Source: an optimization exercise on an open RTL-to-GDS flow (aim: small area, a short achievable clock period and few clock cycles per item). Production flows keep margins and buffers that such runs may drop.
Only simulation tests tie the RTL to the original design; equivalence was not proved.

==> flow/design.v (excerpt) <==
module gemv_stream_engine
#(
  parameter int unsigned SZ     = gemv_pkg::SZ_DEF,
  parameter int unsigned DW     = gemv_pkg::DW_DEF,
  parameter int unsigned N_ROWS = gemv_pkg::N_ROWS_DEF,
  parameter int unsigned AW     = gemv_pkg::gemv_aw(SZ, DW),
  localparam int unsigned IW    = (N_ROWS > 1) ? $clog2(N_ROWS) : 1
) (
  input  logic             clk,
  input  logic             rst_n,
  input  logic             start_i,
  input  logic             accum_i,
  input  logic [SZ*DW-1:0] w_i,
  input  logic             a_valid_i,
  output logic             a_ready_o,
  input  logic [SZ*DW-1:0] a_row_i,
  output logic             o_valid_o,
  input  logic             o_ready_i,
  output logic [DW-1:0]    o_data_o,
  output logic [IW-1:0]    o_idx_o,
  output logic             busy_o,
  output logic             done_o,
  output logic             ovf_o
);
Size in the first run: about 130 I/O pins, roughly 25000 um2 of cells after synthesis.
==> flow/config.mk <==
export PLATFORM = sky130hd
export DESIGN_NAME = gemv_stream_engine
export DESIGN_NICKNAME = gemv_stream_engine
export VERILOG_FILES = /design/flow/design.v
export SDC_FILE = /design/flow/constraint.sdc
export NUM_CORES = 4
export LEC_CHECK = 0
export ABC_AREA = 1
export CAP_MARGIN = 10
export CORE_MARGIN = 2
export CORE_UTILIZATION = 40
export CTS_CLUSTER_DIAMETER = 120
export CTS_CLUSTER_SIZE = 16
export SETUP_SLACK_MARGIN = 3.5
export SLEW_MARGIN = 10
==> flow/constraint.sdc <==
create_clock -name core_clock -period 9.0 [get_ports {clk}]
set_input_delay 1.8000 -clock core_clock [delete_from_list [all_inputs] [get_ports {clk}]]
set_output_delay 1.8000 -clock core_clock [all_outputs]
set_load 0.01 [all_outputs]
standard.sh (not shown) runs the stock make flow with config.mk's settings and CLKGATE_MAP_FILE= SYNTH_SCRIPT=/design/flow/synth_recipe.tcl, a recipe that flattens the netlist after the stock synthesis.
==> flow/flow/run.sh <==
#!/bin/bash
# The standard layout with two changes:
#  - the port buffers are buf_1 cells on the inputs and buf_4 cells on the
#    outputs (flow/outbuf.tcl), instead of the buffer_ports default (a slow
#    delay cell that the resizer cannot swap out);
#  - after the standard synthesis, inverters around full and half adders are
#    removed by flipping full adders' polarity and rebuilding half adders that
#    take inverted inputs (flow/invpush2.py); registers and all other cells are
#    left as the standard synthesis made them.
set -euo pipefail
export BUFFER_PORTS_ARGS="-buffer_cell sky130_fd_sc_hd__buf_1"
export POST_GLOBAL_PLACE_TCL="$PWD/flow/outbuf.tcl"
bash standard.sh synth > standard_synth.log 2>&1
NET=orfs/results/sky130hd/gemv_stream_engine/base/1_2_yosys.v
cp $NET yosys_netlist_orig.v
python3 flow/invpush2.py yosys_netlist_orig.v $NET > invpush.log 2>&1
bash standard.sh finish > standard_finish.log 2>&1
==> flow/flow/outbuf.tcl <==
# After global placement: the port buffers were all made as buf_1; make the
# ones that drive output ports buf_4 (they drive the output load).
set from_cell [expr {[info exists ::env(OUTBUF_FROM)] ? $::env(OUTBUF_FROM) : "sky130_fd_sc_hd__buf_1"}]
set n 0
foreach bterm [[ord::get_db_block] getBTerms] {
  if { [$bterm getIoType] != "OUTPUT" } { continue }
  set net [$bterm getNet]
  if { $net == "NULL" } { continue }
  foreach iterm [$net getITerms] {
    if { ![$iterm isOutputSignal] } { continue }
    set inst [$iterm getInst]
    if { [[$inst getMaster] getName] == $from_cell } {
      replace_cell [get_cells [$inst getName]] sky130_fd_sc_hd__buf_4
      incr n
    }
  }
}
puts "outbuf: $n output port buffers made buf_4"
Other scripts of this flow, unchanged in this note and not shown: flow/flow/invpush2.py
Testbench counts at the start, summed over its fixed seeds: cycles 16,000, items 9,600.
Change:
--- a/flow/flow/run.sh
+++ b/flow/flow/run.sh
@@ -2,5 +2,4 @@
 # The standard layout with two changes:
-#  - the port buffers are buf_1 cells on the inputs and buf_4 cells on the
-#    outputs (flow/outbuf.tcl), instead of the buffer_ports default (a slow
-#    delay cell that the resizer cannot swap out);
+#  - the port buffers are buf_4 cells instead of the buffer_ports default (a
+#    slow delay cell that the resizer cannot swap out);
 #  - after the standard synthesis, inverters around full and half adders are
@@ -10,4 +9,3 @@
 set -euo pipefail
-export BUFFER_PORTS_ARGS="-buffer_cell sky130_fd_sc_hd__buf_1"
-export POST_GLOBAL_PLACE_TCL="$PWD/flow/outbuf.tcl"
+export BUFFER_PORTS_ARGS="-buffer_cell sky130_fd_sc_hd__buf_4"
 bash standard.sh synth > standard_synth.log 2>&1
--- a/flow/config.mk
+++ b/flow/config.mk
@@ -8,8 +8,8 @@
 export ABC_AREA = 1
-export CAP_MARGIN = 10
+export CAP_MARGIN = 20
 export CORE_MARGIN = 2
 export CORE_UTILIZATION = 40
-export CTS_CLUSTER_DIAMETER = 120
-export CTS_CLUSTER_SIZE = 16
+export CTS_CLUSTER_DIAMETER = 90
+export CTS_CLUSTER_SIZE = 20
 export SETUP_SLACK_MARGIN = 3.5
-export SLEW_MARGIN = 10
+export SLEW_MARGIN = 20
removed: flow/flow/outbuf.tcl
After rerunning: Count of clock-buffer cells in the layout is unchanged; global-route usage went up by 1.6 points; design area rises by 2.3%; worst hold slack is about the same; critical path depth climbs by 1; setup slack degrades by 29 ps; fmax drops by 0.53%; register-to-register slack got worse by 30 ps; wire length rose by about 6%; via count rose by about 0.5%.

========
Another version of the RTL of gemv_stream_engine (not shown whole).
Size in the first run: roughly 130 I/O pins, ~0.026 mm^2 of cells after synthesis.
Settings: LEC_CHECK=0, ABC_AREA=1, CAP_MARGIN=20, CORE_MARGIN=2, CORE_UTILIZATION=60, SETUP_SLACK_MARGIN=3.5, SLEW_MARGIN=20; clock period 9.0 ns.
==> flow/flow/run.sh <==
#!/bin/bash
# The standard layout with two changes:
#  - the port buffers are buf_4 cells instead of the buffer_ports default (a
#    slow delay cell that the resizer cannot swap out);
#  - after the standard synthesis, inverter pairs around full adders are
#    removed by flipping the adders' polarity (flow/invpush.py); registers
#    and everything else are left as the standard synthesis made them.
set -euo pipefail
export BUFFER_PORTS_ARGS="-buffer_cell sky130_fd_sc_hd__buf_4"
bash standard.sh synth > standard_synth.log 2>&1
NET=orfs/results/sky130hd/gemv_stream_engine/base/1_2_yosys.v
cp $NET yosys_netlist_orig.v
python3 flow/invpush.py yosys_netlist_orig.v $NET > invpush.log 2>&1
bash standard.sh finish > standard_finish.log 2>&1
Other scripts of this flow, unchanged in this note and not shown: flow/flow/invpush.py
Testbench counts at the start, summed over its fixed seeds: cycles 16,000, items 9,600.
Change:
CORE_UTILIZATION = 40   (was 60)
SETUP_SLACK_MARGIN = 4.0   (was 3.5)
Utilization is lower by 18 points.
Clock skew is lower by 0.017 ns.
Clock-buffer cell count is higher by 1.
Sequential cell count stays the same.
Wire length is higher by a few percent.
Area after synthesis does not change.
Via count is higher slightly.
First-iteration DRC count is lower by a quarter to a third.
Worst hold slack stays flat.
Change:
SETUP_SLACK_MARGIN = 3.0   (was 4.0)
Result:
- The changed run passed the timing, design-rule and antenna checks
- maximum frequency goes down by 4.9%
- routed wire length drops by 3.2%
- design area goes down by 9.8%
Change:
SETUP_SLACK_MARGIN = 2.5   (was 3.0)
What happened:
- The new run completed with no timing, DRC or antenna violations
- flip-flop and latch count stays the same
- via count stays flat
- setup slack gets worse by 0.50 ns
- global-route usage went up by 0.14 points
- die area stays the same
- routed wire length went up slightly
- synthesized area does not change
- cell count stays flat

========
== job 3961 ==
Starting RTL as in the previous note.
clock: 9.0 ns
lec_check: 0
abc_area: 1
cap_margin: 20
core_margin: 2
core_utilization: 40
setup_slack_margin: 3.2
slew_margin: 20
==> flow/flow/run.sh <==
#!/bin/bash
# The standard layout with two changes:
#  - the port buffers are buf_4 cells instead of the buffer_ports default (a
#    slow delay cell that the resizer cannot swap out);
#  - after the standard synthesis, inverters around full and half adders are
#    removed by flipping full adders' polarity and rebuilding half adders that
#    take inverted inputs (flow/invpush2.py); registers and all other cells are
#    left as the standard synthesis made them.
set -euo pipefail
export BUFFER_PORTS_ARGS="-buffer_cell sky130_fd_sc_hd__buf_4"
bash standard.sh synth > standard_synth.log 2>&1
NET=orfs/results/sky130hd/gemv_stream_engine/base/1_2_yosys.v
cp $NET yosys_netlist_orig.v
python3 flow/invpush2.py yosys_netlist_orig.v $NET > invpush.log 2>&1
bash standard.sh finish > standard_finish.log 2>&1
Other scripts of this flow, unchanged in this note and not shown: flow/flow/invpush2.py
Job 3961 has completed all stages; timing, DRC and antenna checks passed.
Testbench counts of job 3961, summed over its fixed seeds: cycles 16,000, items 9,600.
## Diff of input files: job 1431 against job 3961
- changing SETUP_SLACK_MARGIN from 3.2 to 3.8
==> comparison <==
- Diff job 3961 -> job 1431: amount of wire on met3 after detailed routing now sits higher, CTS buffer count now sits higher, area occupied by multi-input gates now sits higher, utilization after layout now sits higher.
- As of job 1431, number of standard cells in the layout, taps in and fillers out had risen by a few percent compared to job 3961.
- Looking at reg-to-reg setup timing slack, job 1431 sits above job 3961.
- Routed wire in job 1431 totals more than in job 3961.
> inputs changed (job 1431 -> job 6970)
- setting CTS_BUF_LIST to sky130_fd_sc_hd__clkbuf_4 sky130_fd_sc_hd__clkbuf_8 for the first time
- changing SETUP_SLACK_MARGIN from 3.8 to 3.5
diff --git a/flow/flow/run.sh b/flow/flow/run.sh
--- a/flow/flow/run.sh
+++ b/flow/flow/run.sh
@@ -2,3 +2,3 @@
 # The standard layout with two changes:
-#  - the port buffers are buf_4 cells instead of the buffer_ports default (a
+#  - the port buffers are buf_2 cells instead of the buffer_ports default (a
 #    slow delay cell that the resizer cannot swap out);
@@ -9,3 +9,3 @@
 set -euo pipefail
-export BUFFER_PORTS_ARGS="-buffer_cell sky130_fd_sc_hd__buf_4"
+export BUFFER_PORTS_ARGS="-buffer_cell sky130_fd_sc_hd__buf_2"
 bash standard.sh synth > standard_synth.log 2>&1
==> summary.txt <==
Diff job 1431 and job 6970: area used by multi-input combinational logic lower in job 6970
From job 1431 to job 6970 the numbers moved as follows: signed area change from the synthesized netlist to the final layout now sits lower, fraction of standard cell area that is sequential now sits higher.
Diff job 1431 and job 6970: number of nets in the layout lower in job 6970
Inputs modified between job 6970 and job 564:
- CTS_BUF_LIST no longer set, was sky130_fd_sc_hd__clkbuf_4 sky130_fd_sc_hd__clkbuf_8
==> flow/flow/run.sh <==
#!/bin/bash
# The standard layout with two changes:
#  - the port buffers are buf_4 cells instead of the buffer_ports default (a
#    slow delay cell that the resizer cannot swap out);
#  - after the standard synthesis, inverters around full and half adders are
#    removed by flipping full adders' polarity and rebuilding half adders that
#    take inverted inputs (flow/invpush2.py); registers and all other cells are
#    left as the standard synthesis made them;
#  - the resizer may swap cells for others of a different footprint.
set -euo pipefail
export BUFFER_PORTS_ARGS="-buffer_cell sky130_fd_sc_hd__buf_4"
bash standard.sh synth > standard_synth.log 2>&1
NET=orfs/results/sky130hd/gemv_stream_engine/base/1_2_yosys.v
cp $NET yosys_netlist_orig.v
python3 flow/invpush2.py yosys_netlist_orig.v $NET > invpush.log 2>&1
bash standard.sh MATCH_CELL_FOOTPRINT=0 finish > standard_finish.log 2>&1
==> comparison <==
- Compared with job 6970, job 564 shows a higher relative area change from synthesis to final layout.
- [compare] base=job 6970 new=job 564: maximum frequency rose about 1.3%, worst setup slack after layout picked up an extra 70 ps.
- Relative to job 6970, number of DRC markers in iteration 0 has increased by 3.0% in job 564.
- Compared with job 6970, job 564 shows slew at the pin closest to its max-slew limit lower by 180 ps.
- Fraction of the cycle the final worst path needs: job 564 and job 6970 compared, higher one is job 6970
Here is what was changed in the inputs of job 2213 compared with job 564.
diff --git a/flow/flow/run.sh b/flow/flow/run.sh
--- a/flow/flow/run.sh
+++ b/flow/flow/run.sh
@@ -7,4 +7,3 @@
 #    take inverted inputs (flow/invpush2.py); registers and all other cells are
-#    left as the standard synthesis made them;
-#  - the resizer may swap cells for others of a different footprint.
+#    left as the standard synthesis made them.
 set -euo pipefail
@@ -15,2 +14,2 @@
 python3 flow/invpush2.py yosys_netlist_orig.v $NET > invpush.log 2>&1
-bash standard.sh MATCH_CELL_FOOTPRINT=0 finish > standard_finish.log 2>&1
+bash standard.sh finish > standard_finish.log 2>&1
- Job 2213 ends up with a worst slack after detailed placement that is 90 ps higher than in job 564.
- On multi-input gate count, job 564 tracks job 2213 almost exactly.
- Per the final summary, job 2213 finished and its layout is clean on timing, DRC and antenna.
- For job 2213, the timing endpoint of the critical path was o_data_o[1], unlike job 564, where it was o_data_o[10].
- As far as hold-critical path depth goes, job 2213 and job 564 are indistinguishable; the numbers are identical.

========
job 6853:
gemv_stream_engine with an RTL version that a note above also has.
export LEC_CHECK = 0
export ABC_AREA = 1
export CAP_MARGIN = 20
export CORE_MARGIN = 2
export CORE_UTILIZATION = 40
export SETUP_SLACK_MARGIN = 3.5
export SLEW_MARGIN = 20
create_clock -name core_clock -period 9.0 [get_ports {clk}]
==> flow/flow/run.sh <==
#!/bin/bash
# The standard layout with two changes:
#  - the port buffers are buf_4 cells instead of the buffer_ports default (a
#    slow delay cell that the resizer cannot swap out);
#  - after the standard synthesis, inverters around full and half adders are
#    removed by flipping full adders' polarity and rebuilding half adders that
#    take inverted inputs (flow/invpush2.py); registers and all other cells are
#    left as the standard synthesis made them.
set -euo pipefail
export BUFFER_PORTS_ARGS="-buffer_cell sky130_fd_sc_hd__buf_4"
bash standard.sh synth > standard_synth.log 2>&1
NET=orfs/results/sky130hd/gemv_stream_engine/base/1_2_yosys.v
cp $NET yosys_netlist_orig.v
python3 flow/invpush2.py yosys_netlist_orig.v $NET > invpush.log 2>&1
bash standard.sh finish > standard_finish.log 2>&1
Other scripts of this flow, unchanged in this note and not shown: flow/flow/invpush2.py
Testbench counts of job 6853, summed over its fixed seeds: cycles 16,000, items 9,600.
Input changes introduced in job 8616 (baseline for comparison: job 6853):
- setting CTS_CLUSTER_DIAMETER to 120 for the first time
- setting CTS_CLUSTER_SIZE to 16 for the first time
==> flow/flow/run.sh <==
#!/bin/bash
# The standard layout with two changes:
#  - the port buffers are buf_1 cells on the inputs and buf_4 cells on the
#    outputs (flow/outbuf.tcl), instead of the buffer_ports default (a slow
#    delay cell that the resizer cannot swap out);
#  - after the standard synthesis, inverters around full and half adders are
#    removed by flipping full adders' polarity and rebuilding half adders that
#    take inverted inputs (flow/invpush2.py); registers and all other cells are
#    left as the standard synthesis made them.
set -euo pipefail
export BUFFER_PORTS_ARGS="-buffer_cell sky130_fd_sc_hd__buf_1"
export POST_GLOBAL_PLACE_TCL="$PWD/flow/outbuf.tcl"
bash standard.sh synth > standard_synth.log 2>&1
NET=orfs/results/sky130hd/gemv_stream_engine/base/1_2_yosys.v
cp $NET yosys_netlist_orig.v
python3 flow/invpush2.py yosys_netlist_orig.v $NET > invpush.log 2>&1
bash standard.sh finish > standard_finish.log 2>&1
==> flow/flow/outbuf.tcl (new file) <==
# After global placement: the port buffers were all made as buf_1; make the
# ones that drive output ports buf_4 (they drive the output load).
set n 0
foreach port [get_ports -filter "direction == output"] {
  set net [get_nets -of_objects $port]
  foreach pin [get_pins -of_objects $net -filter "direction == output"] {
    set inst [get_cells -of_objects $pin]
    if { [get_property [get_lib_cells -of_objects $inst] name] == "sky130_fd_sc_hd__buf_1" } {
      replace_cell $inst sky130_fd_sc_hd__buf_4
      incr n
    }
  }
}
puts "outbuf: $n output port buffers made buf_4"
Job 8616: aborted in global placement (3_3_place_gp) (tool error)
From job 6853 to job 8616 the numbers moved as follows: die height held; total number of placement rows held; top-level port count held; horizontal die dimension held; net count after synthesis held.
Going from job 6853 to job 8616, average instance area after synthesis stayed essentially flat, count of port buffers added during placement stayed essentially flat.
Diff job 6853..job 8616 | initial standard-cell utilization of the core | unchanged
Comparing job 8616 against job 6853, there is no change at all in cell count after synthesis.
Diff job 6853..job 8616 | area after synthesis | unchanged
Modified inputs, job 2267 compared to job 8616
- CTS_BUF_LIST newly set to sky130_fd_sc_hd__clkbuf_8
==> flow/flow/run.sh <==
#!/bin/bash
# The standard layout with two changes:
#  - the port buffers are buf_4 cells instead of the buffer_ports default (a
#    slow delay cell that the resizer cannot swap out);
#  - after the standard synthesis, inverters around full and half adders are
#    removed by flipping full adders' polarity and rebuilding half adders that
#    take inverted inputs (flow/invpush2.py); registers and all other cells are
#    left as the standard synthesis made them.
set -euo pipefail
export BUFFER_PORTS_ARGS="-buffer_cell sky130_fd_sc_hd__buf_4"
bash standard.sh synth > standard_synth.log 2>&1
NET=orfs/results/sky130hd/gemv_stream_engine/base/1_2_yosys.v
cp $NET yosys_netlist_orig.v
python3 flow/invpush2.py yosys_netlist_orig.v $NET > invpush.log 2>&1
bash standard.sh finish > standard_finish.log 2>&1
removed: flow/flow/outbuf.tcl
[summary]
Job 2267 went all the way through synthesis, placement and routing and the layout is clean on timing, DRC and antenna. As far as post-synthesis net count goes, job 8616 and job 2267 are indistinguishable; the numbers are identical. Reported for job 2267 and job 8616, average cell area after synthesis turned out identical to the last digit. ~same synthesized cell count in job 2267 and job 8616. Changes observed in job 2267 relative to job 8616: starting density of the core roughly the same, number of primary I/O pins barely changed. Job 8616 -> job 2267: chip height delta 0, exact match. For count of port buffers added during placement, job 8616 and job 2267 come out practically identical. Reported for job 2267 and job 8616, post-synthesis instance area turned out identical to the last digit. Re count of standard-cell rows: no difference whatsoever between job 2267 and job 8616.
Setup changes, job 2267 to job 1700
- CTS_BUF_LIST: sky130_fd_sc_hd__clkbuf_8 -> unset
==> flow/flow/run.sh <==
#!/bin/bash
# The standard layout with two changes:
#  - the port buffers are buf_1 cells on the inputs and buf_4 cells on the
#    outputs (flow/outbuf.tcl), instead of the buffer_ports default (a slow
#    delay cell that the resizer cannot swap out);
#  - after the standard synthesis, inverters around full and half adders are
#    removed by flipping full adders' polarity and rebuilding half adders that
#    take inverted inputs (flow/invpush2.py); registers and all other cells are
#    left as the standard synthesis made them.
set -euo pipefail
export BUFFER_PORTS_ARGS="-buffer_cell sky130_fd_sc_hd__buf_1"
export POST_GLOBAL_PLACE_TCL="$PWD/flow/outbuf.tcl"
bash standard.sh synth > standard_synth.log 2>&1
NET=orfs/results/sky130hd/gemv_stream_engine/base/1_2_yosys.v
cp $NET yosys_netlist_orig.v
python3 flow/invpush2.py yosys_netlist_orig.v $NET > invpush.log 2>&1
bash standard.sh finish > standard_finish.log 2>&1
==> flow/flow/outbuf.tcl (new file) <==
# After global placement: the port buffers were all made as buf_1; make the
# ones that drive output ports buf_4 (they drive the output load).
set from_cell [expr {[info exists ::env(OUTBUF_FROM)] ? $::env(OUTBUF_FROM) : "sky130_fd_sc_hd__buf_1"}]
set n 0
foreach bterm [[ord::get_db_block] getBTerms] {
  if { [$bterm getIoType] != "OUTPUT" } { continue }
  set net [$bterm getNet]
  if { $net == "NULL" } { continue }
  foreach iterm [$net getITerms] {
    if { ![$iterm isOutputSignal] } { continue }
    set inst [$iterm getInst]
    if { [[$inst getMaster] getName] == $from_cell } {
      replace_cell [get_cells [$inst getName]] sky130_fd_sc_hd__buf_4
      incr n
    }
  }
}
puts "outbuf: $n output port buffers made buf_4"
==> comparison <==
- Job 1700 did not stop at any stage, and its layout met the timing, design-rule and antenna checks.
- Job 1700 vs job 2267: clock skew down
- In the tables for job 2267 and job 1700, routed wire length reads lower with job 1700.
- Flip-flop and latch count came out exactly the same in job 2267 and job 1700.

-- separate check: timing with driven ports --
Ports are ideal in the flow. The routed layouts listed here were re-timed in OpenROAD.
Step 1: set_driving_cell puts a clkbuf_16 on clk and a buf_2 on each other input, an assumption about the parent block.
Step 2, shift: input delay + t, output delay - t, t = (earliest + latest rising clock arrival at the registers) / 2. This alone moves slack from input paths to output paths.
a / b / c = ideal ports / drivers / drivers and shift; a / b = the first two.
run | shift t [ns] | setup slack, ns | worst hold slack (ns) | worst setup path after step 2 | worst slew at a driven data input, ns
the first run of note 1 | 0.582 | 3.609 / 3.583 / 3.072 | 0.417 / 0.417 / 0.417 | input to register | 0.06
the second run of note 1 | 0.625 | 3.580 / 3.580 / 3.035 | 0.415 / 0.415 / 0.415 | input to register | 0.12
the first run of note 2 | 0.652 | 3.411 / 3.351 / 2.898 | 0.418 / 0.418 / 0.418 | input to register | 0.06
the second run of note 2 | 0.661 | 3.505 / 3.443 / 3.202 | 0.418 / 0.418 / 0.418 | input to register | 0.06
the third run of note 2 | 0.659 | 3.224 / 3.162 / 2.810 | 0.419 / 0.419 / 0.419 | input to register | 0.06
the fourth run of note 2 | 0.661 | 2.726 / 2.660 / 2.792 | 0.418 / 0.418 / 0.418 | input to register | 0.05
job 3961 | 0.645 | 3.305 / 3.294 / 2.698 | 0.417 / 0.417 / 0.417 | input to register | 0.05
job 1431 | 0.656 | 3.430 / 3.368 / 3.184 | 0.401 / 0.401 / 0.401 | input to register | 0.06
job 6970 | 0.676 | 3.305 / 3.247 / 2.955 | 0.413 / 0.413 / 0.413 | input to register | 0.06
job 564 | 0.627 | 3.375 / 3.315 / 2.987 | 0.418 / 0.418 / 0.418 | input to register | 0.05
job 2213 | 0.650 | 3.429 / 3.364 / 2.979 | 0.418 / 0.418 / 0.418 | input to register | 0.06
job 6853 | 0.661 | 3.616 / 3.558 / 3.035 | 0.393 / 0.393 / 0.393 | input to register | 0.13
job 2267 | 0.674 | 3.539 / 3.483 / 3.002 | 0.397 / 0.397 / 0.397 | input to register | 0.12
job 1700 | 0.577 | 3.623 / 3.570 / 3.077 | 0.417 / 0.417 / 0.417 | input to register | 0.06
After both steps setup and hold are still met in every run listed. For job 3961, which loses most, drivers alone change the setup slack by -0.011 ns; drivers and shift together by -0.607 ns.
